This is an optimization exercise on Yosys and OpenROAD, whose aim is small area, a short achievable clock period and few clock cycles per item, not a production implementation. At most, simulation tests tie the RTL to the original design; equivalence was not proved. The RTL of run 5 was laid out without a check of its function. Power and IR drop assume default switching activity.

## flow/config.mk

```make
export PLATFORM = sky130hd
export DESIGN_NAME = query_filter
export DESIGN_NICKNAME = query_filter
export VERILOG_FILES = /design/flow/design.v
export SDC_FILE = /design/flow/constraint.sdc
export NUM_CORES = 4
export LEC_CHECK = 0
export CAP_MARGIN = 20
export CORE_MARGIN = 2
export CORE_UTILIZATION = 40
export SETUP_SLACK_MARGIN = 3.3
export SLEW_MARGIN = 20
export TNS_END_PERCENT = 1
```

## flow/constraint.sdc

```tcl
create_clock -name core_clock -period 6.0 [get_ports {clk}]
set_input_delay 1.2000 -clock core_clock [delete_from_list [all_inputs] [get_ports {clk}]]
set_output_delay 1.2000 -clock core_clock [all_outputs]
set_load 0.01 [all_outputs]
```

## flow/design.v

```verilog
`timescale 1ns/1ps
package query_pkg;
	localparam int NUM_PRED  = 8;       
	localparam int COL_W     = 32;
	localparam int BEAT_W    = 256;
	localparam int SEL_W     = $clog2(NUM_PRED);
	localparam int PRED_W    = 48;      
	localparam int TABLE_W   = 2 ** NUM_PRED;
	localparam int CNT_W     = 32;      
	localparam int REC_W     = NUM_PRED * COL_W;
	localparam int PREDS_LO  = 5;
	localparam int PREDS_HI  = NUM_PRED - PREDS_LO;
	localparam int CFG_W     = COL_W + SEL_W + 3 + 2;
	localparam int CHUNK_W   = 4;
	localparam int NUM_CHUNK = COL_W / CHUNK_W;
	localparam logic [7:0] OP_EQ = 8'd0;
	localparam logic [7:0] OP_NE = 8'd1;
	localparam logic [7:0] OP_LT = 8'd2;
	localparam logic [7:0] OP_GT = 8'd3;
	localparam logic [7:0] OP_LE = 8'd4;
	localparam logic [7:0] OP_GE = 8'd5;
	localparam int OP_LSB    = 0;
	localparam int COL_LSB   = 8;
	localparam int VALUE_LSB = 16;
endpackage
`timescale 1ns/1ps
module predicate_unit
(
	input  logic [query_pkg::CFG_W-1:0]     cfg,
	input  logic [query_pkg::REC_W-1:0]     rec,
	output logic [query_pkg::NUM_CHUNK-1:0] eq,
	output logic [query_pkg::NUM_CHUNK-1:0] lt
);
	localparam int COL_W     = query_pkg::COL_W;
	localparam int NUM_PRED  = query_pkg::NUM_PRED;
	localparam int CHUNK_W   = query_pkg::CHUNK_W;
	localparam int NUM_CHUNK = query_pkg::NUM_CHUNK;
	logic [COL_W-1:0]            value;
	logic [query_pkg::SEL_W-1:0] col;
	logic                        use_eq;
	logic                        use_lt;
	logic [query_pkg::SEL_W-1:0] col_hi;
	logic [COL_W-1:0]            col_val;
	logic [NUM_CHUNK-1:0]        c_eq;
	logic [NUM_CHUNK-1:0]        c_lt;
	assign value  = cfg[0 +: COL_W];
	assign col    = cfg[COL_W +: query_pkg::SEL_W];
	assign use_eq = cfg[COL_W + query_pkg::SEL_W];
	assign use_lt = cfg[COL_W + query_pkg::SEL_W + 1];
	assign col_hi = {col[2], ~cfg[COL_W + query_pkg::SEL_W + 3 +: 2]};
	assign col_val = {rec[col_hi*COL_W + COL_W/2 +: COL_W/2], rec[col*COL_W +: COL_W/2]};
	for (genvar k = 0; k < NUM_CHUNK; k++)
	begin : g_chunk
		assign c_eq[k] = (col_val[k*CHUNK_W +: CHUNK_W] == value[k*CHUNK_W +: CHUNK_W]);
		assign c_lt[k] = (col_val[k*CHUNK_W +: CHUNK_W] <  value[k*CHUNK_W +: CHUNK_W]);
	end
	assign lt = {c_lt[NUM_CHUNK-1:1], (use_lt & c_lt[0]) | (use_eq & c_eq[0])};
	assign eq = {c_eq[NUM_CHUNK-1:1], 1'b0};
endmodule
`timescale 1ns/1ps
module match_lookup
(
	input  logic                                              clk,
	input  logic                                              rst,
	input  logic                                              in_valid,
	input  logic                                              in_last,
	input  logic [query_pkg::NUM_PRED*query_pkg::NUM_CHUNK-1:0] eq,
	input  logic [query_pkg::NUM_PRED*query_pkg::NUM_CHUNK-1:0] lt,
	input  logic [query_pkg::NUM_PRED*query_pkg::CFG_W-1:0]   cfgs,
	input  logic [query_pkg::TABLE_W-1:0]                     table_bits,
	output logic                                              match_valid,
	output logic                                              match,
	output logic                                              query_done
);
	localparam int NUM_PRED  = query_pkg::NUM_PRED;
	localparam int NUM_CHUNK = query_pkg::NUM_CHUNK;
	localparam int CFG_W     = query_pkg::CFG_W;
	localparam int FLAG_LSB  = query_pkg::COL_W + query_pkg::SEL_W;
	localparam int LO_W  = 2;
	localparam int NUM_HI = 2 ** (NUM_PRED - LO_W);
	logic [NUM_PRED-1:0]        hits;
	logic [NUM_HI-1:0]          part;
	logic [NUM_HI-1:0]          part_r;
	logic [NUM_PRED-LO_W-1:0]   hi_r;
	logic                       valid_r;
	logic                       last_r;
	always_comb
	begin
		for (int p = 0; p < NUM_PRED; p++)
		begin
			logic r;
			r = lt[p*NUM_CHUNK];
			for (int k = 1; k < NUM_CHUNK; k++)
				r = (cfgs[p*CFG_W + FLAG_LSB + 1] & lt[p*NUM_CHUNK + k]) | (eq[p*NUM_CHUNK + k] & r);
			hits[p] = r ^ cfgs[p*CFG_W + FLAG_LSB + 2];
		end
	end
	always_comb
	begin
		for (int j = 0; j < NUM_HI; j++)
			part[j] = table_bits[j*(2**LO_W) + hits[LO_W-1:0]];
	end
	always_ff @(posedge clk or negedge rst)
	begin
		if (!rst)
		begin
			valid_r     <= 1'b0;
			last_r      <= 1'b0;
			match_valid <= 1'b0;
			query_done  <= 1'b0;
		end
		else
		begin
			valid_r     <= in_valid;
			last_r      <= in_last;
			match_valid <= valid_r;
			query_done  <= valid_r && last_r;
		end
	end
	always_ff @(posedge clk)
	begin
		part_r <= part;
		hi_r   <= hits[NUM_PRED-1:LO_W];
		match  <= part_r[hi_r];
	end
endmodule
`timescale 1ns/1ps
module query_controller
(
	input  logic                                         clk,
	input  logic                                         rst,
	input  logic                                         cmd_pending,
	input  logic [query_pkg::BEAT_W-1:0]                 para_data,
	input  logic                                         rec_valid,
	output logic                                         para_rd,
	output logic                                         cmd_ack,
	output logic                                         query_active,
	output logic [query_pkg::NUM_PRED*query_pkg::CFG_W-1:0] cfgs,
	output logic [query_pkg::TABLE_W-1:0]                table_bits,
	output logic                                         stage_valid,
	output logic                                         stage_last
);
	localparam int PRED_W   = query_pkg::PRED_W;
	localparam int PREDS_LO = query_pkg::PREDS_LO;
	localparam int PREDS_HI = query_pkg::PREDS_HI;
	localparam int CNT_W    = query_pkg::CNT_W;
	localparam int TABLE_W  = query_pkg::TABLE_W;
	localparam int CFG_W    = query_pkg::CFG_W;
	localparam int COL_W    = query_pkg::COL_W;
	localparam int SEL_W    = query_pkg::SEL_W;
	logic [1:0]       beat;        
	logic             active;      
	logic             tail;        
	logic [CNT_W-1:0] cnt;         
	logic             accept;
	logic             pop_last;
	logic [1:0]       beat_n;
	logic             active_n;
	logic             tail_n;
	logic             fifo_ok_n;
	logic             can_pop_n;
	logic             rd_n;
	logic [3:0]       load;        
	function automatic logic [CFG_W-1:0] decode(input logic [PRED_W-1:0] p);
		logic [7:0] op;
		logic [7:0] col;
		logic       ok;
		logic       e;
		logic       l;
		logic       i;
		op  = p[query_pkg::OP_LSB +: 8];
		col = p[query_pkg::COL_LSB +: 8];
		ok  = (col < 8'(query_pkg::NUM_PRED)) && (op <= query_pkg::OP_GE);
		e   = ok && (op == query_pkg::OP_EQ || op == query_pkg::OP_NE ||
			op == query_pkg::OP_GT || op == query_pkg::OP_LE);
		l   = ok && (op == query_pkg::OP_LT || op == query_pkg::OP_GT ||
			op == query_pkg::OP_LE || op == query_pkg::OP_GE);
		i   = ok && (op == query_pkg::OP_NE || op == query_pkg::OP_GT ||
			op == query_pkg::OP_GE);
		decode = {~col[1:0], i, l, e, col[SEL_W-1:0], p[query_pkg::VALUE_LSB +: COL_W]};
	endfunction
	assign query_active = active;
	assign accept       = rec_valid && active;
	assign pop_last     = para_rd && (beat == 2'd3);
	always_comb
	begin
		beat_n   = para_rd ? beat + 2'd1 : beat;
		active_n = active;
		tail_n   = tail;
		if (accept && tail)
		begin
			active_n = 1'b0;
			tail_n   = 1'b0;
		end
		else if (accept && (cnt == CNT_W'(2)))
			tail_n = 1'b1;
		if (pop_last)
		begin
			active_n = 1'b1;
			tail_n   = (cnt == CNT_W'(1));
		end
	end
	assign fifo_ok_n = (beat_n != 2'd0) || (cmd_pending && !pop_last);
	always_comb
	begin
		case (beat_n)
			2'd0:    can_pop_n = !active_n || tail_n;    
			2'd1:    can_pop_n = !active_n;              
			default: can_pop_n = 1'b1;
		endcase
	end
	assign rd_n = fifo_ok_n && can_pop_n;
	always_ff @(posedge clk or negedge rst)
	begin
		if (!rst)
		begin
			load        <= 4'd0;
			beat        <= 2'd0;
			active      <= 1'b0;
			tail        <= 1'b0;
			para_rd     <= 1'b0;
			cmd_ack     <= 1'b0;
			stage_valid <= 1'b0;
			stage_last  <= 1'b0;
		end
		else
		begin
			beat        <= beat_n;
			active      <= active_n;
			tail        <= tail_n;
			para_rd     <= rd_n;
			for (int b = 0; b < 4; b++)
				load[b] <= rd_n && (beat_n == 2'(b));
			cmd_ack     <= pop_last;
			stage_valid <= accept;
			stage_last  <= accept && tail;
		end
	end
	always_ff @(posedge clk)
	begin
		if (load[0])
			cnt <= para_data[CNT_W-1:0];
		else if (accept && !tail)
			cnt <= cnt - CNT_W'(1);
	end
	always_ff @(posedge clk)
	begin
		if (load[1])
			table_bits <= para_data[TABLE_W-1:0];
		if (load[2])
		begin
			for (int i = 0; i < PREDS_LO; i++)
				cfgs[i*CFG_W +: CFG_W] <= decode(para_data[i*PRED_W +: PRED_W]);
		end
		if (load[3])
		begin
			for (int i = 0; i < PREDS_HI; i++)
				cfgs[(PREDS_LO+i)*CFG_W +: CFG_W] <= decode(para_data[i*PRED_W +: PRED_W]);
		end
	end
endmodule
`timescale 1ns/1ps
module query_filter
(
	input  logic              clk,
	input  logic              rst,
	input  logic              cmd_pending,
	input  logic [query_pkg::BEAT_W-1:0] para_data,
	output logic              para_rd,
	output logic              cmd_ack,
	input  logic              rec_valid,
	input  logic [query_pkg::REC_W-1:0] rec_data,
	output logic              query_active,
	output logic              match_valid,
	output logic              match,
	output logic              query_done
);
	logic [query_pkg::NUM_PRED*query_pkg::CFG_W-1:0] cfgs;
	logic [query_pkg::TABLE_W-1:0] table_bits;
	logic                stage_valid;
	logic                stage_last;
	logic [query_pkg::NUM_PRED*query_pkg::NUM_CHUNK-1:0] eq;
	logic [query_pkg::NUM_PRED*query_pkg::NUM_CHUNK-1:0] lt;
	logic [query_pkg::NUM_PRED*query_pkg::NUM_CHUNK-1:0] eq_r;
	logic [query_pkg::NUM_PRED*query_pkg::NUM_CHUNK-1:0] lt_r;
	query_controller u_ctrl
	(
		.clk          (clk),
		.rst          (rst),
		.cmd_pending  (cmd_pending),
		.para_data    (para_data),
		.rec_valid    (rec_valid),
		.para_rd      (para_rd),
		.cmd_ack      (cmd_ack),
		.query_active (query_active),
		.cfgs         (cfgs),
		.table_bits   (table_bits),
		.stage_valid  (stage_valid),
		.stage_last   (stage_last)
	);
	for (genvar g = 0; g < query_pkg::NUM_PRED; g++)
	begin : g_pred
		predicate_unit u_pred
		(
			.cfg (cfgs[g*query_pkg::CFG_W +: query_pkg::CFG_W]),
			.rec (rec_data),
			.eq  (eq[g*query_pkg::NUM_CHUNK +: query_pkg::NUM_CHUNK]),
			.lt  (lt[g*query_pkg::NUM_CHUNK +: query_pkg::NUM_CHUNK])
		);
	end
	always_ff @(posedge clk)
	begin
		eq_r <= eq;
		lt_r <= lt;
	end
	match_lookup u_lookup
	(
		.clk          (clk),
		.rst          (rst),
		.in_valid     (stage_valid),
		.in_last      (stage_last),
		.eq           (eq_r),
		.lt           (lt_r),
		.cfgs         (cfgs),
		.table_bits   (table_bits),
		.match_valid  (match_valid),
		.match        (match),
		.query_done   (query_done)
	);
endmodule
```

## flow/flow/run.sh

```bash
#!/bin/bash
# The standard layout (the standard.sh: standard synthesis, floorplan, place, CTS, route),
# with one change: the port buffers that placement inserts are plain buffers
# (sky130_fd_sc_hd__buf_1) rather than the delay cells buffer_ports picks by default.
# Every port still gets its own buffer. make's full output goes to standard.log; each
# ORFS step's own log is under orfs/logs/.
set -euo pipefail
export BUFFER_PORTS_ARGS="-buffer_cell sky130_fd_sc_hd__buf_1"
bash standard.sh > standard.log 2>&1
```

## flow/standard.sh

```bash
#!/bin/bash
# synth_recipe.tcl (not shown) runs the flow's synth.tcl, then flattens the netlist and writes it again
# the make line also repeats each setting of config.mk as NAME=value (left out here)
make -C /OpenROAD-flow-scripts/flow DESIGN_CONFIG=/design/flow/config.mk WORK_HOME=/design/flow/orfs CLKGATE_MAP_FILE= SYNTH_SCRIPT=/design/flow/synth_recipe.tcl "${@:-finish}"
```

==> out/metrics.cfg, run 1 <==
[cells_and_area]
syn2layout_area_growth_pct = 15.0
stdcell_count = 5134
multi_input_area_sq_mm = 0.0234
register_area_sq_mm = 0.0225
final_nets = 4237
final_area_sq_mm = 0.0545
fillers = 10416
final_core_util_pct = 46.3
drive_above_1_share_pct = 28.7

[synth]
synth_top_area_share_pct = 38.5
avgSynthCellArea_sq_um = 16.1
yosysSeqAreaShare_pct = 47.5
synth_edf_count = 608
synth_warnings = 3
synth_top_area_cell = edfxtp_1
synth_nets = 3727
synth-seq-cells = 815
synthArstFlopShare_pct = 1.96
syn_area_sq_mm = 0.0474
synth.area.top_cells = edfxtp_1 (39%), mux4_2 (28%), dfxtp_1 (8.1%)
ys_types = 51
ys.flop_type = edfxtp_1
syn_inst = 2951

[worst_setup_path]
ff2ff_path_depth = 9
required_ns = 6.59
rrSetupSlack_ns = 3.08
r2r_start = u_ctrl.cfgs[232]
arrival_ns = 3.52
critical-path-max-stage-delay_ns = 0.61
cp_max_fo = 32
crit_family = multiplexers
cpMostUsedCell = o21ai_0
crit_path_top_delay_cell = mux4_2
r2r-end = lt_r[40]
path_class = reg2reg
critPathCaptureType = flip-flop
crit_chain = buf_4, mux4_2, mux2_2, ha_1, nor2b_1, o21a_1, o21ai_0, nand3b_1, o21ai_0
crit_start = u_ctrl.cfgs[232]
crit_buf_inv = 1
critPathLaunchType = flip-flop

[drt]
wl_per_cell_microns = 31.1
dr.pass1.iters = 7
antenna_left = 0
drc_errors = 0
wl_microns = 160000
vias = 31636
drt-initial-drc-count = 3662
via_per_inst = 6.16

[clock_network]
clock_path_buffers = 3
cts_hold_buf = 0
cts_max_level = 3
cts.sinks = 815
cts_tree = yes
ctsRootBufferMaster = clkbuf_16
clock_latency_ns = 0.67
clkTransAtPathRegs_ns = 0.06
cts_buffers = 92

[status]
status = complete, no violations

[floorplanning]
dieHeight_microns = 348
initial_core_util_pct = 40.2
dieArea_sq_mm = 0.121
fp.dieW_microns = 348
core_area_sq_mm = 0.118
fp-row-count = 126
io_pins = 522

[global_route]
overflow = 0
antenna_found_initial = 78
grt_max_degree = 143
grt_pass1_vias = 30916
gr-usage-all-layers_pct = 26.0
grt_pass1_wl_microns = 225000

[timing]
skew_ns = 0.0385
tns_ns = 0
fmax_mhz = 342
final-hold-violation-count = 0
setup_slack_ns = 3.08
fin_crit_ns = 2.92
maxSlewViolCount = 0
tightestPinTransition_ns = 1.04
slew_headroom_pct = 31.0
grt_setup_unrepaired = yes
post-route-period-util_pct = 48.7
setup_viol = 0

[power]
peakVddDrop_uv = 246
leakagePower_nw = 19.1
powerDensity_mw_per_mm2 = 241

[place]
dpl.hpwl_microns = 116000
placed_cell_area_sq_mm = 0.0511
placed_cells = 4898
place_congestion = 0.878
port_buffers = 521
pre_cts_slack_ns = 2.70

[min_path]
hold_path_class = reg2reg
min_path_cells = 0
hold_start = u_ctrl.stage_last
hold-path-endpoint = u_lookup.last_r

[run]
drv_cap = 0

area by class of cell:
type	count	area share, %
multi-input combinational	1755	43.0
antenna	57	0.262
sequential	815	41.3
clock inverter	44	0.893
clock buffer	130	4.92
inverter	210	1.45
timing repair buffer	587	4.61
tap	1536	3.53
layout by cell type, fill, tap and decap left out, types with 7 or more instances in the layout:
| master | netlist | final |
|---|---|---|
| nor3_1 | 9 | 9 |
| buf_1 | 61 | 521 |
| inv_6 | 0 | 7 |
| nor2_1 | 32 | 32 |
| inv_1 | 210 | 210 |
| ha_1 | 260 | 260 |
| o21a_1 | 8 | 8 |
| diode_2 | 0 | 57 |
| dfrtp_1 | 16 | 13 |
| nand4_1 | 10 | 10 |
| nand3_1 | 17 | 17 |
| nand3b_1 | 8 | 8 |
| or3_1 | 9 | 9 |
| nor2b_1 | 76 | 76 |
| edfxtp_1 | 608 | 608 |
| mux4_2 | 596 | 596 |
| dfxtp_1 | 191 | 190 |
| a21o_1 | 18 | 18 |
| nand2_1 | 56 | 56 |
| nand2b_1 | 56 | 56 |
| mux2i_1 | 66 | 66 |
| o21ai_0 | 115 | 115 |
| clkbuf_1 | 96 | 20 |
| mux2_2 | 193 | 193 |
| clkbuf_16 | 0 | 97 |
| xnor2_1 | 20 | 19 |
| clkbuf_8 | 0 | 13 |
| clkinv_2 | 0 | 10 |
| a211oi_1 | 7 | 7 |
| and4_1 | 56 | 56 |
| a21oi_1 | 69 | 69 |
| buf_4 | 3 | 59 |
| xor2_1 | 16 | 16 |
| nor4_1 | 20 | 20 |
| a32oi_1 | 8 | 8 |
| clkinv_1 | 0 | 7 |
logic make-up after synthesis:
family          Yosys count  share of synthesized area, %
flops                   815                          47.5
fa+ha+maj               260                          6.87
compound gates          239                          2.89
buf+inv                 381                          3.09
mux                     855                          34.3
simple gates            364                          4.68
xor+xnor                 37                         0.700
metal layers:
metal	part of all wire, %	track usage [%]
met1	41	36.5
met2	45	38.9
met3	10	7.03
met4	3.4	9.39
met5	0.17	0
worst register-to-register path: cells and delay by family (launching register included):
kind,cells,cell delay [ns]
buffers and inverters,1,0.57
adders and majority gates,1,0.29
AOI/OAI and AO/OA,3,0.43
DFF,1,0.32
muxes,2,1.00
and+or+nand+nor,2,0.23
stage by stage:
| step | hold slack (ns) | power (mW) |
|---|---|---|
| after global routing | 0.365 | 13.6 |
| after floorplan | 0.331 | 6.86 |
| after detailed placement | 0.348 | 7.42 |
| after CTS | 0.356 | 13.3 |
| after global placement | 0.333 | 7.40 |
| final | 0.354 | 13.1 |
timing repair:
| item | in CTS | in global routing |
|---|---|---|
| endpoints found under the setup margin | 97 | 132 |
| resized for setup | 0 | 3 |
| buffers inserted | 1 | 4 |
cell usage after synthesis (3+ instances only):
cell / count
a32oi_1: 8
buf_2: 10
and4_1: 56
buf_1: 61
buf_4: 3
a211oi_1: 7
a32o_1: 6
nand4_1: 10
nor3_1: 9
xnor2_1: 20
nand3_1: 17
and3_1: 4
a21oi_1: 69
o21ai_0: 115
mux4_2: 596
nor2b_1: 76
or3_1: 9
ha_1: 260
nor2_1: 32
inv_1: 210
mux2i_1: 66
a21o_1: 18
o21a_1: 8
xor2_1: 16
clkbuf_1: 96
nand3b_1: 8
dfxtp_1: 191
dfrtp_1: 16
mux2_2: 193
nand2_1: 56
nand2b_1: 56
edfxtp_1: 608
nor4_1: 20
how the worst max path moves through the flow:
stage                    end  cells past startpoint
6_report            lt_r[40]                      9
5_1_grt             lt_r[42]                      8
4_1_cts             lt_r[19]                      8
3_5_place_dp        lt_r[24]                      9
3_3_place_gp        lt_r[32]                      9
2_1_floorplan  u_ctrl.cnt[0]                      2
registers in the layout, indices dropped and copies added, names as in the netlist, 2 cells and up:
register,flops
eq_r,56
lt_r,64
u_ctrl.beat,2
u_ctrl.cfgs,320
u_ctrl.cnt,32
u_ctrl.load,4
u_ctrl.table_bits,256
u_lookup.hi_r,6
u_lookup.part_r,64
report_power, final:
group	internal, mW	switching, mW
Combinational	0.534	0.630
Clock	3.42	2.41
Sequential	6.12	0.0385
Testbench counts, summed over its fixed seeds: cycles 14,439, items 13,240.
==> inputs of run 2 (changes only) <==
--- a/flow/config.mk
+++ b/flow/config.mk
@@ -8,6 +8,7 @@
 export CAP_MARGIN = 20
 export CORE_MARGIN = 2
 export CORE_UTILIZATION = 40
-export SETUP_SLACK_MARGIN = 3.3
+export PLACE_DENSITY = 0.7
+export SETUP_SLACK_MARGIN = 3.6
 export SLEW_MARGIN = 20
 export TNS_END_PERCENT = 1
==> out/metrics.cfg, run 2 <==
[global_route]
gr-usage-all-layers_pct = 26.1  ; +0.11 points
overflow = 0  ; unchanged
grt_pass1_wl_microns = 227000  ; +0.90%
grt_max_degree = 157  ; +9.8%
grt_pass1_vias = 31164  ; +0.80%
antenna_found_initial = 105  ; +35%

[synth]
yosysSeqAreaShare_pct = 47.5  ; unchanged
synth_top_family_by_area = multiplexers
synth_nets = 3727  ; unchanged
synthArstFlopShare_pct = 1.96  ; unchanged
ys.flop_type = edfxtp_1
synth_most_common_cell = edfxtp_1
synth.area.top_cells = edfxtp_1 (39%), mux4_2 (28%), dfxtp_1 (8.1%)
synth_common_cells = edfxtp_1 (608), mux4_2 (596), ha_1 (260)
synth.mux.area_fraction_pct = 34.3  ; unchanged
syn_area_sq_mm = 0.0474  ; unchanged
synth-compound-area-share_pct = 2.89  ; unchanged
synth_top_area_share_pct = 38.5  ; unchanged
synth-seq-cells = 815  ; unchanged
synth-simple-area-share_pct = 4.68  ; unchanged
synth_edf_count = 608  ; unchanged
ys_types = 51  ; unchanged
synth_top_area_cell = edfxtp_1
synth_warnings = 3  ; unchanged
synth_adder_area_share_pct = 6.87  ; unchanged
synth-xor-area-share_pct = 0.700  ; unchanged
avgSynthCellArea_sq_um = 16.1  ; unchanged
syn_inst = 2951  ; unchanged

[worst_setup_path]
path_class = in2reg
arrival_ns = 3.16  ; -0.36 ns
critPathLaunchType = input pin
critPathCaptureType = flip-flop
cp_max_fo = 8  ; -75%
rrSetupSlack_ns = 3.44  ; +0.36 ns
required_ns = 6.60  ; about the same

[clock_network]
cts_hold_buf = 0  ; unchanged
cts_max_level = 3  ; unchanged
cts.sinks = 815  ; unchanged
cts_tree = yes
clock_path_buffers = 3  ; unchanged
cts_buffers = 94  ; +2.2%
ctsRootBufferMaster = clkbuf_16
clock_latency_ns = 0.68  ; about the same
clkTransAtPathRegs_ns = 0.07  ; about the same

[power]
power.total_mw = 13.3  ; +1.2%
powerDensity_mw_per_mm2 = 236  ; -2.2%
leakagePower_nw = 20.0  ; +4.8%
peakVddDrop_uv = 220  ; -11%

[drt]
wl_microns = 167000  ; +4.7%
dr.pass1.iters = 9  ; +2
drt-initial-drc-count = 3557  ; -2.9%
vias = 32915  ; +4.0%
antenna_left = 0  ; unchanged
via_per_inst = 6.26  ; +1.6%
wl_per_cell_microns = 31.8  ; +2.2%
drc_errors = 0  ; unchanged

[status]
status = complete, no violations

[cells_and_area]
final_common_cell = edfxtp_1
drive_above_1_share_pct = 32.2  ; +3.6 points
top_regs = u_ctrl.cfgs: 320 flops, u_ctrl.table_bits: 256 flops
stdcell_count = 5260  ; +2.5%
largest-register = u_ctrl.cfgs
largest_reg_flops = 320  ; unchanged
final_nets = 4352  ; +2.7%
syn2layout_area_growth_pct = 19.0
final_cell_mix = edfxtp_1 (608), mux4_2 (596), buf_1 (512)

[timing]
grt_setup_unrepaired = yes
final-hold-violation-count = 0  ; unchanged
tns_ns = 0  ; unchanged
setup_slack_ns = 3.44  ; +0.360 ns
tightestPinTransition_ns = 1.05  ; +0.0159 ns
post-route-period-util_pct = 42.7  ; -6.0 points
setup_viol = 0  ; unchanged
fin_crit_ns = 2.56  ; -0.360 ns
skew_ns = 0.0262  ; -0.0124 ns
fmax_mhz = 390  ; +14%
slew_headroom_pct = 29.9  ; -1.1 points
maxSlewViolCount = 0  ; unchanged

[place]
pre_cts_slack_ns = 2.41  ; -0.295 ns
dpl.hpwl_microns = 115000  ; -0.32%
placed_cells = 4896  ; -0.041%
port_buffers = 521  ; unchanged
place_congestion = 0.920  ; +4.8%

[floorplanning]
core_area_sq_mm = 0.118  ; unchanged
dieHeight_microns = 348  ; unchanged
dieArea_sq_mm = 0.121  ; unchanged
fp-row-count = 126  ; unchanged
initial_core_util_pct = 40.2  ; unchanged
fp.dieW_microns = 348  ; unchanged
io_pins = 522  ; unchanged

[run]
drv_cap = 0  ; unchanged

[min_path]
hold_path_class = reg2reg

-- run 2: cell counts after synthesis --
No cell type changed its count.
-- run 2: logic make-up after synthesis --
| logic type | count (synthesis) |
|---|---|
| XOR/XNOR | 37 |
| multiplexers | 855 |
| AO/OA/AOI/OAI | 239 |
| buffers and inverters | 381 |
| adder cells (fa/ha/maj) | 260 |
| flip-flops | 815 |
| AND/OR/NAND/NOR | 364 |
-- run 2: timing repair --
action,CTS,global route
buffers inserted,16,85
gates cloned,5,14
pin swaps,2,5
setup endpoints to repair,205,177
resized for setup,59,97
-- run 2: final timing paths --
check	cells past startpoint	start	endpoint
worst min-delay path	0	u_ctrl.stage_last	u_lookup.last_r
max in group asynchronous	1	rst	u_ctrl.load[3]
min in group asynchronous	1	rst	u_ctrl.cmd_ack
worst min register to register	0	u_ctrl.stage_last	u_lookup.last_r
worst max-delay path	8	rec_data[228]	lt_r[41]
worst max register to register	9	u_ctrl.cfgs[152]	lt_r[25]
-- run 2: layout make-up --
class / count / area (sq um)
sequential: 815 / 22500
fill: 10052 / 61400
antenna: 66 / 165
timing repair buffer: 700 / 4080
clock inverter: 56 / 604
clock buffer: 122 / 2630
multi-input combinational: 1755 / 23700
tap: 1536 / 1920
inverter: 210 / 788
-- run 2: per-stage QoR --
stage / area, sq um / hold slack (ns) / utilization [%]
2_1_floorplan: 47400 / 0.331 / -
3_3_place_gp: 51100 / 0.335 / 43.4
3_5_place_dp: 51100 / 0.336 / 43.4
4_1_cts: 54900 / 0.370 / 46.6
5_1_grt: 56300 / 0.381 / 47.8
6_report: 56400 / 0.361 / 47.9
-- run 2: critical path, cell delays in order --
cell      delay (ns)
buf_1           0.18
mux4_2          0.50
mux2i_1         0.61
ha_1            0.28
nor2b_1         0.05
o21ai_0         0.13
nand2b_1        0.07
a21oi_1         0.14
-- run 2: per-layer routing --
layer / part of all wire [%] / global-route usage (%) / vias to the layer above
met5: 0.26 / 0 / -
met2: 44 / 39.0 / 2278
li1: - / - / 13394
met4: 4.7 / 9.81 / 66
met1: 38 / 35.5 / 16701
met3: 13 / 8.56 / 476
-- run 2: report_power, final --
part	internal, mW	leakage [nW]	switching [mW]
Sequential	6.12	7.30	0.0387
Clock	3.52	1.59	2.43
Combinational	0.547	11.1	0.655
Total	10.2	20.0	3.13
==> inputs of run 3 (changes only) <==
--- a/flow/config.mk
+++ b/flow/config.mk
@@ -8,7 +8,7 @@
 export CAP_MARGIN = 20
 export CORE_MARGIN = 2
 export CORE_UTILIZATION = 40
-export PLACE_DENSITY = 0.7
+export PLACE_DENSITY = 0.5
 export SETUP_SLACK_MARGIN = 3.6
 export SLEW_MARGIN = 20
 export TNS_END_PERCENT = 1
==> out/metrics.cfg, run 3 <==
[synth]
synth-seq-cells = 815  ; unchanged
synth.area.top_cells = edfxtp_1 (39%), mux4_2 (28%), dfxtp_1 (8.1%)
synth_nets = 3727  ; unchanged
syn_inst = 2951  ; unchanged
ys_types = 51  ; unchanged
synth_top_area_cell = edfxtp_1
ys.flop_type = edfxtp_1
synth_top_area_share_pct = 38.5  ; unchanged
synth_common_cells = edfxtp_1 (608), mux4_2 (596), ha_1 (260)
synth_most_common_cell = edfxtp_1
synthArstFlopShare_pct = 1.96  ; unchanged
synth_edf_count = 608  ; unchanged
synth_warnings = 3  ; unchanged
syn_area_sq_mm = 0.0474  ; unchanged
avgSynthCellArea_sq_um = 16.1  ; unchanged
yosysSeqAreaShare_pct = 47.5  ; unchanged

[power]
netSwitchingFraction_pct = 23.7  ; +0.20 points
clock_power_share_pct = 44.1  ; -0.6 points
power_switching_mw = 3.14  ; +0.34%
powerDensity_mw_per_mm2 = 239  ; +1.0%
peakVddDrop_uv = 205  ; -6.8%
leakagePower_nw = 19.6  ; -2.1%
power.total_mw = 13.2  ; -0.49%
sequentialPowerShare_pct = 46.5  ; +0.2 points
p_int_mw = 10.1  ; -0.75%
p_comb_share_pct = 9.3  ; +0.3 points

[drt]
wl_microns = 172000  ; +3.1%
wl_per_cell_microns = 33.3  ; +4.8%
drc_errors = 0  ; unchanged
drt-initial-drc-count = 3115  ; -12%
vias = 31910  ; -3.1%
antenna_left = 0  ; unchanged
dr.pass1.iters = 5  ; -4
via_per_inst = 6.17  ; -1.4%

[clock_network]
clkTransAtPathRegs_ns = 0.06  ; about the same
cts_buffers = 92  ; -2.1%
cts.sinks = 815  ; unchanged
cts_hold_buf = 0  ; unchanged
ctsRootBufferMaster = clkbuf_16
clock_latency_ns = 0.67  ; about the same
cts_tree = yes
cts_max_level = 3  ; unchanged
clock_path_buffers = 3  ; unchanged

[worst_setup_path]
arrival_ns = 3.17  ; about the same
critical-path-max-stage-delay_ns = 0.46  ; -0.15 ns
cp_max_fo = 32  ; +24
crit_path_top_delay_cell = buf_4
path_class = reg2reg
crit_family = multiplexers
crit_buf_inv = 1  ; unchanged
crit_chain = buf_4, mux4_2, mux2_2, ha_1, nor2b_1, o21a_1, o21ai_0, nand3b_1, o21ai_0
required_ns = 6.59  ; about the same
critPathLaunchType = flip-flop
cpMostUsedCell = o21ai_0
critPathCaptureType = flip-flop

[timing]
final-hold-violation-count = 0  ; unchanged
tightestPinTransition_ns = 0.993  ; -0.0582 ns
grt_setup_unrepaired = yes
tns_ns = 0  ; unchanged
fmax_mhz = 387  ; -0.84%
maxSlewViolCount = 0  ; unchanged
slew_headroom_pct = 33.8  ; +3.9 points
setup_viol = 0  ; unchanged
skew_ns = 0.0279  ; +0.00175 ns
post-route-period-util_pct = 43.1  ; +0.36 points
fin_crit_ns = 2.59  ; +0.0218 ns

[cells_and_area]
stdcell_count = 5172  ; -1.7%
top_regs = u_ctrl.cfgs: 320 flops, u_ctrl.table_bits: 256 flops
final_common_cell = edfxtp_1
final_core_util_pct = 47.1  ; -0.72 points
final_nets = 4298  ; -1.2%
syn2layout_area_growth_pct = 17.2
drive_above_1_share_pct = 31.5  ; -0.75 points
final_area_sq_mm = 0.0555  ; -1.5%
largest-register = u_ctrl.cfgs
largest_reg_flops = 320  ; unchanged
final_cell_mix = edfxtp_1 (608), mux4_2 (596), buf_1 (504)

[floorplanning]
io_pins = 522  ; unchanged
dieArea_sq_mm = 0.121  ; unchanged
fp.dieW_microns = 348  ; unchanged
fp-row-count = 126  ; unchanged
dieHeight_microns = 348  ; unchanged
initial_core_util_pct = 40.2  ; unchanged
core_area_sq_mm = 0.118  ; unchanged

[global_route]
gr-usage-all-layers_pct = 27.8  ; +1.7 points
grt_max_degree = 125  ; -20%
overflow = 0  ; unchanged
antenna_found_initial = 67  ; -36%
grt_pass1_wl_microns = 240000  ; +5.7%
grt_pass1_vias = 32461  ; +4.2%

[place]
place_congestion = 0.896  ; -2.6%
dpl.hpwl_microns = 124000  ; +8.0%
port_buffers = 521  ; unchanged
placed_cell_area_sq_mm = 0.0511  ; about the same
placed_cells = 4901  ; +0.10%

[min_path]
hold_path_class = reg2reg

[run]
drv_cap = 0  ; unchanged

[status]
status = complete, no violations

run 3: cell counts after synthesis:
No cell type changed its count.
run 3: repair_timing:
action | 4_1_cts | 5_1_grt
setup endpoints to repair | 207 | 277
pin swaps | 1 | 5
gates cloned | 0 | 7
endpoints found under the hold margin | 0 | 0
setup buffers | 12 | 43
gates resized for setup | 50 | 101
run 3: power groups by stage:
stage	clock network (mW)	registers (mW)	logic, mW
5_1_grt	6.19	6.17	1.33
4_1_cts	6.01	6.16	1.20
6_report	5.85	6.16	1.23
2_1_floorplan	0	6.27	0.586
3_3_place_gp	0	6.28	1.14
3_5_place_dp	0	6.28	1.18
run 3: layout make-up:
type                    count  area (sq um)
fillers                 10339         62200
multi-input cells        1755         23700
inverters                 210           788
clock buffers             125          2620
diodes                     37          92.6
repair buffers            648          3380
flip-flops and latches    815         22500
clock inverters            46           536
well taps                1536          1920
run 3: routing by layer:
metal  track usage, %  wire length (microns)  up-vias
met5                0                    254        -
met4             8.36                   4380       38
met3             7.26                  16700      267
met2             42.4                  79300     1652
met1             39.2                  71600    16716
li1                 -                      -    13237
run 3: logic make-up (layout without fill, tap and decap cells):
logic type	count (synthesis)	after routing	synth area share [%]
other	0	37	0
AOI/OAI and AO/OA	239	239	2.89
xor gates and xnor gates	37	37	0.700
DFF	815	815	47.5
muxes	855	855	34.3
buffers and inverters	381	1029	3.09
adders and majority gates	260	260	6.87
and+or+nand+nor	364	364	4.68
run 3: path summary, 6_finish.rpt:
kind,from,to,slack (ns),cells past startpoint
min in group asynchronous,rst,u_ctrl.load[1],0.60,1
min,u_ctrl.stage_last,u_lookup.last_r,0.36,0
max in group asynchronous,rst,u_ctrl.load[3],4.80,1
max,u_ctrl.cfgs[233],lt_r[40],3.41,9
max reg2reg,u_ctrl.cfgs[233],lt_r[40],3.41,9
min reg2reg,u_ctrl.stage_last,u_lookup.last_r,0.36,0
run 3: stage by stage:
step,setup slack [ns],hold WS (ns)
after CTS,3.35,0.360
after floorplan,3.03,0.331
after detailed placement,2.60,0.338
final,3.41,0.357
after global routing,3.36,0.366
after global placement,2.62,0.339
==> inputs of run 4 (changes only) <==
--- a/flow/config.mk
+++ b/flow/config.mk
@@ -8,7 +8,6 @@
 export CAP_MARGIN = 20
 export CORE_MARGIN = 2
 export CORE_UTILIZATION = 40
-export PLACE_DENSITY = 0.5
 export SETUP_SLACK_MARGIN = 3.6
 export SLEW_MARGIN = 20
 export TNS_END_PERCENT = 1
==> out/metrics.cfg, run 4 <==
[status]
status = complete, no violations

[min_path]
hold_start = u_ctrl.stage_last
hold_path_class = reg2reg
hold-path-endpoint = u_lookup.last_r
min_path_cells = 0  ; unchanged

[cells_and_area]
stdcell_count = 5165  ; -0.14%
final_cell_mix = edfxtp_1 (608), mux4_2 (596), buf_1 (519)
largest-register = u_ctrl.cfgs
top_regs = u_ctrl.cfgs: 320 flops, u_ctrl.table_bits: 256 flops
final_common_cell = edfxtp_1
final_nets = 4261  ; -0.86%
drive_above_1_share_pct = 29.6  ; -1.9 points
largest_reg_flops = 320  ; unchanged
syn2layout_area_growth_pct = 16.2
final_core_util_pct = 46.7  ; -0.39 points

[place]
place_congestion = 0.936  ; +4.4%
port_buffers = 521  ; unchanged
pre_cts_slack_ns = 2.69  ; +0.0976 ns
placed_cells = 4897  ; -0.082%
dpl.hpwl_microns = 115000  ; -7.4%

[clock_network]
clock_latency_ns = 0.73  ; +0.06 ns
clkTransAtPathRegs_ns = 0.06  ; about the same
cts_tree = yes
cts_max_level = 3  ; unchanged
cts_buffers = 91  ; -1.1%
ctsRootBufferMaster = clkbuf_16
cts.sinks = 815  ; unchanged
clock_path_buffers = 3  ; unchanged

[worst_setup_path]
path_class = reg2reg
critPathCaptureType = flip-flop
crit_chain = buf_12, buf_12, mux4_2, mux2i_1, ha_1, nor2b_1, o21ai_0, nand2b_1, a21oi_1
required_ns = 6.64  ; +0.05 ns
rrSetupSlack_ns = 3.38  ; -0.04 ns
r2r-end = lt_r[34]
ff2ff_path_depth = 9  ; unchanged
critPathLaunchType = flip-flop
crit_path_top_delay_cell = mux2i_1
cp_max_fo = 13  ; -59%
r2r_start = u_ctrl.cfgs[192]
crit_buf_inv = 2  ; +1
arrival_ns = 3.27  ; +0.10 ns
critical-path-max-stage-delay_ns = 0.67  ; +0.21 ns
crit_family = multiplexers
cpMostUsedCell = buf_12

[synth]
synth_nets = 3727  ; unchanged
synth.area.top_cells = edfxtp_1 (39%), mux4_2 (28%), dfxtp_1 (8.1%)
syn_inst = 2951  ; unchanged
synth_most_common_cell = edfxtp_1
syn_area_sq_mm = 0.0474  ; unchanged
synth_top_area_share_pct = 38.5  ; unchanged
synth_edf_count = 608  ; unchanged
synthArstFlopShare_pct = 1.96  ; unchanged
avgSynthCellArea_sq_um = 16.1  ; unchanged
yosysSeqAreaShare_pct = 47.5  ; unchanged
synth_warnings = 3  ; unchanged
synth_common_cells = edfxtp_1 (608), mux4_2 (596), ha_1 (260)
synth-seq-cells = 815  ; unchanged
ys.flop_type = edfxtp_1
synth_top_area_cell = edfxtp_1
ys_types = 51  ; unchanged

[timing]
skew_ns = 0.0485  ; +0.0206 ns
setup_slack_ns = 3.38  ; -0.0377 ns
tightestPinTransition_ns = 0.973  ; -0.0199 ns
fin_crit_ns = 2.62  ; +0.0377 ns
tns_ns = 0  ; unchanged
final-hold-violation-count = 0  ; unchanged
slew_headroom_pct = 35.1  ; +1.3 points
fmax_mhz = 381  ; -1.4%
maxSlewViolCount = 0  ; unchanged
post-route-period-util_pct = 43.7  ; +0.63 points
grt_setup_unrepaired = yes
setup_viol = 0  ; unchanged

[global_route]
grt_max_degree = 117  ; -6.4%
overflow = 0  ; unchanged
grt_pass1_vias = 31144  ; -4.1%
met1_usage_pct = 36.2  ; -3.0 points
gr-usage-met3_pct = 8.22  ; +0.96 points
antenna_found_initial = 88  ; +31%
grt_pass1_wl_microns = 228000  ; -5.1%
top_usage_layer = met2
gr-usage-met2_pct = 39.2  ; -3.1 points
gr-usage-all-layers_pct = 26.5  ; -1.3 points

[drt]
via_per_inst = 6.14  ; -0.54%
vias = 31694  ; -0.68%
wl_microns = 162000  ; -6.2%
wl_per_cell_microns = 31.3  ; -6.0%
dr.pass1.iters = 6  ; +1
drt-initial-drc-count = 3571  ; +15%
antenna_left = 0  ; unchanged
drc_errors = 0  ; unchanged

[floorplanning]
fp-row-count = 126  ; unchanged
dieHeight_microns = 348  ; unchanged
initial_core_util_pct = 40.2  ; unchanged
dieArea_sq_mm = 0.121  ; unchanged
io_pins = 522  ; unchanged
fp.dieW_microns = 348  ; unchanged
core_area_sq_mm = 0.118  ; unchanged

[power]
peakVddDrop_uv = 226  ; +10%
powerDensity_mw_per_mm2 = 237  ; -0.46%
leakagePower_nw = 19.3  ; -1.3%

[run]
drv_cap = 0  ; unchanged

[run 4: cells by family after synthesis]
logic type                 Yosys count  synth area share, %
buffers and inverters              381                 3.09
adders and majority gates          260                 6.87
muxes                              855                 34.3
and+or+nand+nor                    364                 4.68
DFF                                815                 47.5
AOI/OAI and AO/OA                  239                 2.89
xor gates and xnor gates            37                0.700
[run 4: final cells by class]
class	count	area (sq um)
antenna	66	165
clock buffer	114	2440
clock inverter	57	657
fill	10369	62700
inverter	210	788
multi-input combinational	1755	23500
sequential	815	22500
tap	1536	1920
timing repair buffer	612	3080
[run 4: timing repair]
item                                    4_1_cts  5_1_grt
pin swaps                                     1        0
hold buffers                                  0        0
endpoints found under the setup margin      208      177
buffers inserted                             26        0
gates cloned                                  5        0
gates resized for setup                      71        6
[run 4: how the worst max path moves through the flow]
| stage | cells after the start | from | endpoint | slack (ns) |
|---|---|---|---|---|
| after floorplan | 0 | u_ctrl.load[2] | u_ctrl.cfgs[0] | 3.03 |
| after global placement | 8 | u_ctrl.cfgs[232] | lt_r[41] | 2.72 |
| after detailed placement | 8 | u_ctrl.cfgs[232] | lt_r[41] | 2.69 |
| after CTS | 1 | u_ctrl.active | query_active | 3.47 |
| after global routing | 9 | u_ctrl.cfgs[192] | lt_r[32] | 3.33 |
| final | 9 | u_ctrl.cfgs[192] | lt_r[34] | 3.38 |
[run 4: metal layers]
layer,wire length (microns),vias to the layer above
met4,6780,42
met3,17100,357
li1,-,13212
met5,286,-
met2,72000,1726
met1,65500,16357
[run 4: stage by stage]
stage | cell area (sq um) | total power, mW | hold WS [ns]
after global routing | 55000 | 13.5 | 0.357
after floorplan | 47400 | 6.86 | 0.331
after detailed placement | 51100 | 7.42 | 0.342
after global placement | 51100 | 7.40 | 0.339
after CTS | 54900 | 13.2 | 0.352
final | 55100 | 13.1 | 0.351
[run 4: power breakdown]
| group | switching, mW | internal, mW | leakage (nW) |
|---|---|---|---|
| sequential | 0.0407 | 6.12 | 7.30 |
| clock | 2.45 | 3.28 | 1.49 |
| combinational | 0.637 | 0.540 | 10.5 |
| total | 3.13 | 9.94 | 19.3 |
==> inputs of run 5 (changes only) <==
--- a/flow/design.v
+++ b/flow/design.v
@@ -37,16 +37,12 @@
 	localparam int NUM_CHUNK = query_pkg::NUM_CHUNK;
 	logic [COL_W-1:0]            value;
 	logic [query_pkg::SEL_W-1:0] col;
-	logic                        use_eq;
-	logic                        use_lt;
 	logic [query_pkg::SEL_W-1:0] col_hi;
 	logic [COL_W-1:0]            col_val;
 	logic [NUM_CHUNK-1:0]        c_eq;
 	logic [NUM_CHUNK-1:0]        c_lt;
 	assign value  = cfg[0 +: COL_W];
 	assign col    = cfg[COL_W +: query_pkg::SEL_W];
-	assign use_eq = cfg[COL_W + query_pkg::SEL_W];
-	assign use_lt = cfg[COL_W + query_pkg::SEL_W + 1];
 	assign col_hi = {col[2], ~cfg[COL_W + query_pkg::SEL_W + 3 +: 2]};
 	assign col_val = {rec[col_hi*COL_W + COL_W/2 +: COL_W/2], rec[col*COL_W +: COL_W/2]};
 	for (genvar k = 0; k < NUM_CHUNK; k++)
@@ -54,8 +50,8 @@
 		assign c_eq[k] = (col_val[k*CHUNK_W +: CHUNK_W] == value[k*CHUNK_W +: CHUNK_W]);
 		assign c_lt[k] = (col_val[k*CHUNK_W +: CHUNK_W] <  value[k*CHUNK_W +: CHUNK_W]);
 	end
-	assign lt = {c_lt[NUM_CHUNK-1:1], (use_lt & c_lt[0]) | (use_eq & c_eq[0])};
-	assign eq = {c_eq[NUM_CHUNK-1:1], 1'b0};
+	assign lt = c_lt;
+	assign eq = c_eq;
 endmodule
 `timescale 1ns/1ps
 module match_lookup
@@ -89,7 +85,7 @@
 		for (int p = 0; p < NUM_PRED; p++)
 		begin
 			logic r;
-			r = lt[p*NUM_CHUNK];
+			r = (cfgs[p*CFG_W + FLAG_LSB + 1] & lt[p*NUM_CHUNK]) | (cfgs[p*CFG_W + FLAG_LSB] & eq[p*NUM_CHUNK]);
 			for (int k = 1; k < NUM_CHUNK; k++)
 				r = (cfgs[p*CFG_W + FLAG_LSB + 1] & lt[p*NUM_CHUNK + k]) | (eq[p*NUM_CHUNK + k] & r);
 			hits[p] = r ^ cfgs[p*CFG_W + FLAG_LSB + 2];
==> out/metrics.cfg, run 5 <==
[timing]
tightestPinTransition_ns = 1.07  ; +0.0950 ns
slew_headroom_pct = 28.3  ; -6.8 points
tns_ns = 0  ; unchanged
final-hold-violation-count = 0  ; unchanged
grt_setup_unrepaired = yes
fmax_mhz = 394  ; +3.4%
skew_ns = 0.0272  ; -0.0214 ns
fin_crit_ns = 2.54  ; -0.0860 ns
setup_viol = 0  ; unchanged
maxSlewViolCount = 0  ; unchanged
post-route-period-util_pct = 42.3  ; -1.4 points

[place]
port_buffers = 521  ; unchanged
place_congestion = 0.901  ; -3.7%
dpl.hpwl_microns = 124000  ; +7.6%

[floorplanning]
dieArea_sq_mm = 0.124  ; +2.0%
initial_core_util_pct = 40.3  ; +0.077 points
core_area_sq_mm = 0.120  ; +1.9%
fp.dieW_microns = 352  ; +1.0%
fp-row-count = 127  ; +0.79%
io_pins = 522  ; unchanged
dieHeight_microns = 352  ; +1.0%

[clock_network]
clock_latency_ns = 0.68  ; -0.05 ns
cts_tree = yes
clock_path_buffers = 3  ; unchanged
cts.sinks = 823  ; +0.98%
cts_max_level = 3  ; unchanged
clkTransAtPathRegs_ns = 0.06  ; about the same
cts_buffers = 92  ; +1.1%
ctsRootBufferMaster = clkbuf_16

[status]
status = complete, no violations

[drt]
via_per_inst = 6.06  ; -1.2%
vias = 33366  ; +5.3%
wl_per_cell_microns = 31.7  ; +1.4%
drc_errors = 0  ; unchanged
wl_microns = 175000  ; +8.1%
antenna_left = 0  ; unchanged
drt-initial-drc-count = 3595  ; +0.67%
dr.pass1.iters = 7  ; +1

[power]
power.total_mw = 13.6  ; +4.0%
powerDensity_mw_per_mm2 = 239  ; +0.57%
leakagePower_nw = 20.7  ; +6.9%
peakVddDrop_uv = 193  ; -15%

[worst_setup_path]
critPathCaptureType = flip-flop
arrival_ns = 3.12  ; -0.15 ns
critPathLaunchType = input pin
path_class = in2reg
cp_max_fo = 8  ; -5
required_ns = 6.58  ; -0.06 ns

[synth]
syn_area_sq_mm = 0.0483  ; +2.1%
ys_types = 55  ; +7.8%
synth_most_common_cell = edfxtp_1
yosysSeqAreaShare_pct = 46.8  ; -0.63 points
synth_warnings = 3  ; unchanged
synth_top_area_share_pct = 37.8  ; -0.78 points
synth_top_area_cell = edfxtp_1
synth.area.top_cells = edfxtp_1 (38%), mux4_2 (25%), dfxtp_1 (8.2%)
ys.flop_type = edfxtp_1
avgSynthCellArea_sq_um = 15.2  ; -5.2%
synth_nets = 3954  ; +6.1%
synth_edf_count = 608  ; unchanged
synth-seq-cells = 823  ; +0.98%
synthArstFlopShare_pct = 1.94  ; -0.019 points
synth_common_cells = edfxtp_1 (608), mux4_2 (533), ha_1 (260)
syn_inst = 3178  ; +7.7%

[cells_and_area]
top_regs = u_ctrl.cfgs: 320 flops, u_ctrl.table_bits: 256 flops
final_nets = 4537  ; +6.5%
syn2layout_area_growth_pct = 17.7
final_cell_mix = edfxtp_1 (608), mux4_2 (533), buf_1 (520)
final_common_cell = edfxtp_1
largest-register = u_ctrl.cfgs
drive_above_1_share_pct = 27.9  ; -1.7 points
largest_reg_flops = 320  ; unchanged

[global_route]
grt_pass1_wl_microns = 239000  ; +4.9%
overflow = 0  ; unchanged
grt_max_degree = 148  ; +26%
antenna_found_initial = 75  ; -15%
grt_pass1_vias = 31936  ; +2.5%
gr-usage-all-layers_pct = 27.4  ; +0.86 points

[run]
drv_cap = 0  ; unchanged

[min_path]
hold_path_class = reg2reg

[run 5: cell count changes after synthesis, sizes merged, moves of 11 or more]
cell    delta
a21o      -12
a21oi     +37
buf       +11
mux4      -63
mux2i    +183
nand2b    +11
nand2     +22
nor2      +20
a31oi     +19
[run 5: final timing paths]
kind	slack, ns	end	start	depth (start not counted)
setup reg to reg	3.47	lt_r[7]	u_ctrl.cfgs[38]	9
max in group asynchronous	4.76	u_ctrl.load[3]	rst	1
hold reg to reg	0.36	u_lookup.valid_r	u_ctrl.stage_valid	0
setup / recovery	3.46	lt_r[49]	rec_data[228]	8
min in group asynchronous	0.62	u_ctrl.stage_last	rst	1
hold / removal	0.36	u_lookup.valid_r	u_ctrl.stage_valid	0
[run 5: metal layers]
metal	global-route usage (%)	vias up	share of wire [%]
met5	0	-	0.20
li1	-	14001	-
met1	36.9	17133	40
met3	7.34	404	10
met2	42.3	1768	46
met4	10.6	60	4.1
[run 5: cell families (layout without fill, tap and decap cells)]
| kind of cell | after synthesis | count (layout) | share of synthesized area (%) |
|---|---|---|---|
| AOI/OAI and AO/OA | 283 | 283 | 3.24 |
| muxes | 974 | 974 | 34.5 |
| other | 0 | 50 | 0 |
| DFF | 823 | 823 | 46.8 |
| buffers and inverters | 401 | 1064 | 3.22 |
| and+or+nand+nor | 401 | 401 | 4.87 |
| xor gates and xnor gates | 36 | 36 | 0.652 |
| adders and majority gates | 260 | 260 | 6.73 |
[run 5: final cells by class]
class | count | area, sq um
Clock buffer | 108 | 2510
Multi-Input combinational cell | 1954 | 24300
Clock inverter | 66 | 728
Antenna cell | 50 | 125
Tap cell | 1612 | 2020
Fill cell | 10575 | 63100
Inverter | 217 | 815
Sequential cell | 823 | 22700
Timing Repair Buffer | 673 | 3710
[run 5: through the flow]
step	instances	setup slack (ns)	instance area (sq um)	hold WS [ns]	utilization (%)
after floorplan	3178	3.03	48400	0.331	-
after global placement	5187	2.67	52200	0.333	43.5
after detailed placement	5189	2.67	52200	0.337	43.5
after CTS	5393	3.42	56000	0.361	46.7
after global routing	5481	3.41	56900	0.364	47.4
final	5503	3.46	56900	0.355	47.4
[run 5: power by group]
part	internal [mW]	total [mW]	switching (mW)	leakage, nW
clock network	3.54	6.04	2.50	1.58
registers	6.18	6.23	0.0561	7.23
logic	0.602	1.32	0.715	11.9
total	10.3	13.6	3.27	20.7
[run 5: critical path, stage by stage]
cell and delay [ns]:
buf_1 0.17, mux4_2 0.51, mux2i_2 0.51, ha_1 0.26, nor2b_1 0.04, o21ai_0 0.15
nand2b_1 0.08, a21oi_1 0.19
[run 5: what timing repair did]
item	in CTS	in global routing
gates resized for setup	62	53
setup buffers	29	47
pin swaps	2	8
cloned	1	13
setup endpoints to repair	214	174
hold buffers	0	0

-- afterwards: timing with drivers on the ports --
In the flow no input, the clock included, has a driving cell. The finished layouts below were timed again as built, in two steps. Step 1 assumes that a clkbuf_16 drives the clock port and a buf_2 every other input. Step 2 adds t to the input delays and takes it off the output delays; t is the mean of the earliest and latest rising clock arrival at the registers after step 1. Input paths then give back, and output paths get back, about the clock's delay inside the block. a / b / c = ideal ports / drivers / drivers and shift; a / b = the first two.
| run | t (ns) | setup slack, ns | clock arrival spread, ns | worst register clock-pin slew, ns | worst data-port slew with drivers (ns) |
|---|---|---|---|---|---|
| run 1 | 0.726 | 3.076 / 3.076 / 2.588 | 0.039 / 0.039 | 0.07 / 0.07 | 0.18 |
| run 2 | 0.732 | 3.436 / 3.438 / 2.751 | 0.026 / 0.027 | 0.07 / 0.07 | 0.17 |
| run 3 | 0.733 | 3.414 / 3.414 / 2.750 | 0.032 / 0.032 | 0.07 / 0.07 | 0.16 |
| run 4 | 0.782 | 3.376 / 3.376 / 2.671 | 0.049 / 0.050 | 0.07 / 0.07 | 0.17 |
| run 5 | 0.744 | 3.462 / 3.453 / 2.710 | 0.028 / 0.027 | 0.07 / 0.07 | 0.20 |
After both steps setup and hold are still met in every run listed. For run 5, which loses most, drivers alone change the setup slack by -0.009 ns; drivers and shift together by -0.752 ns.
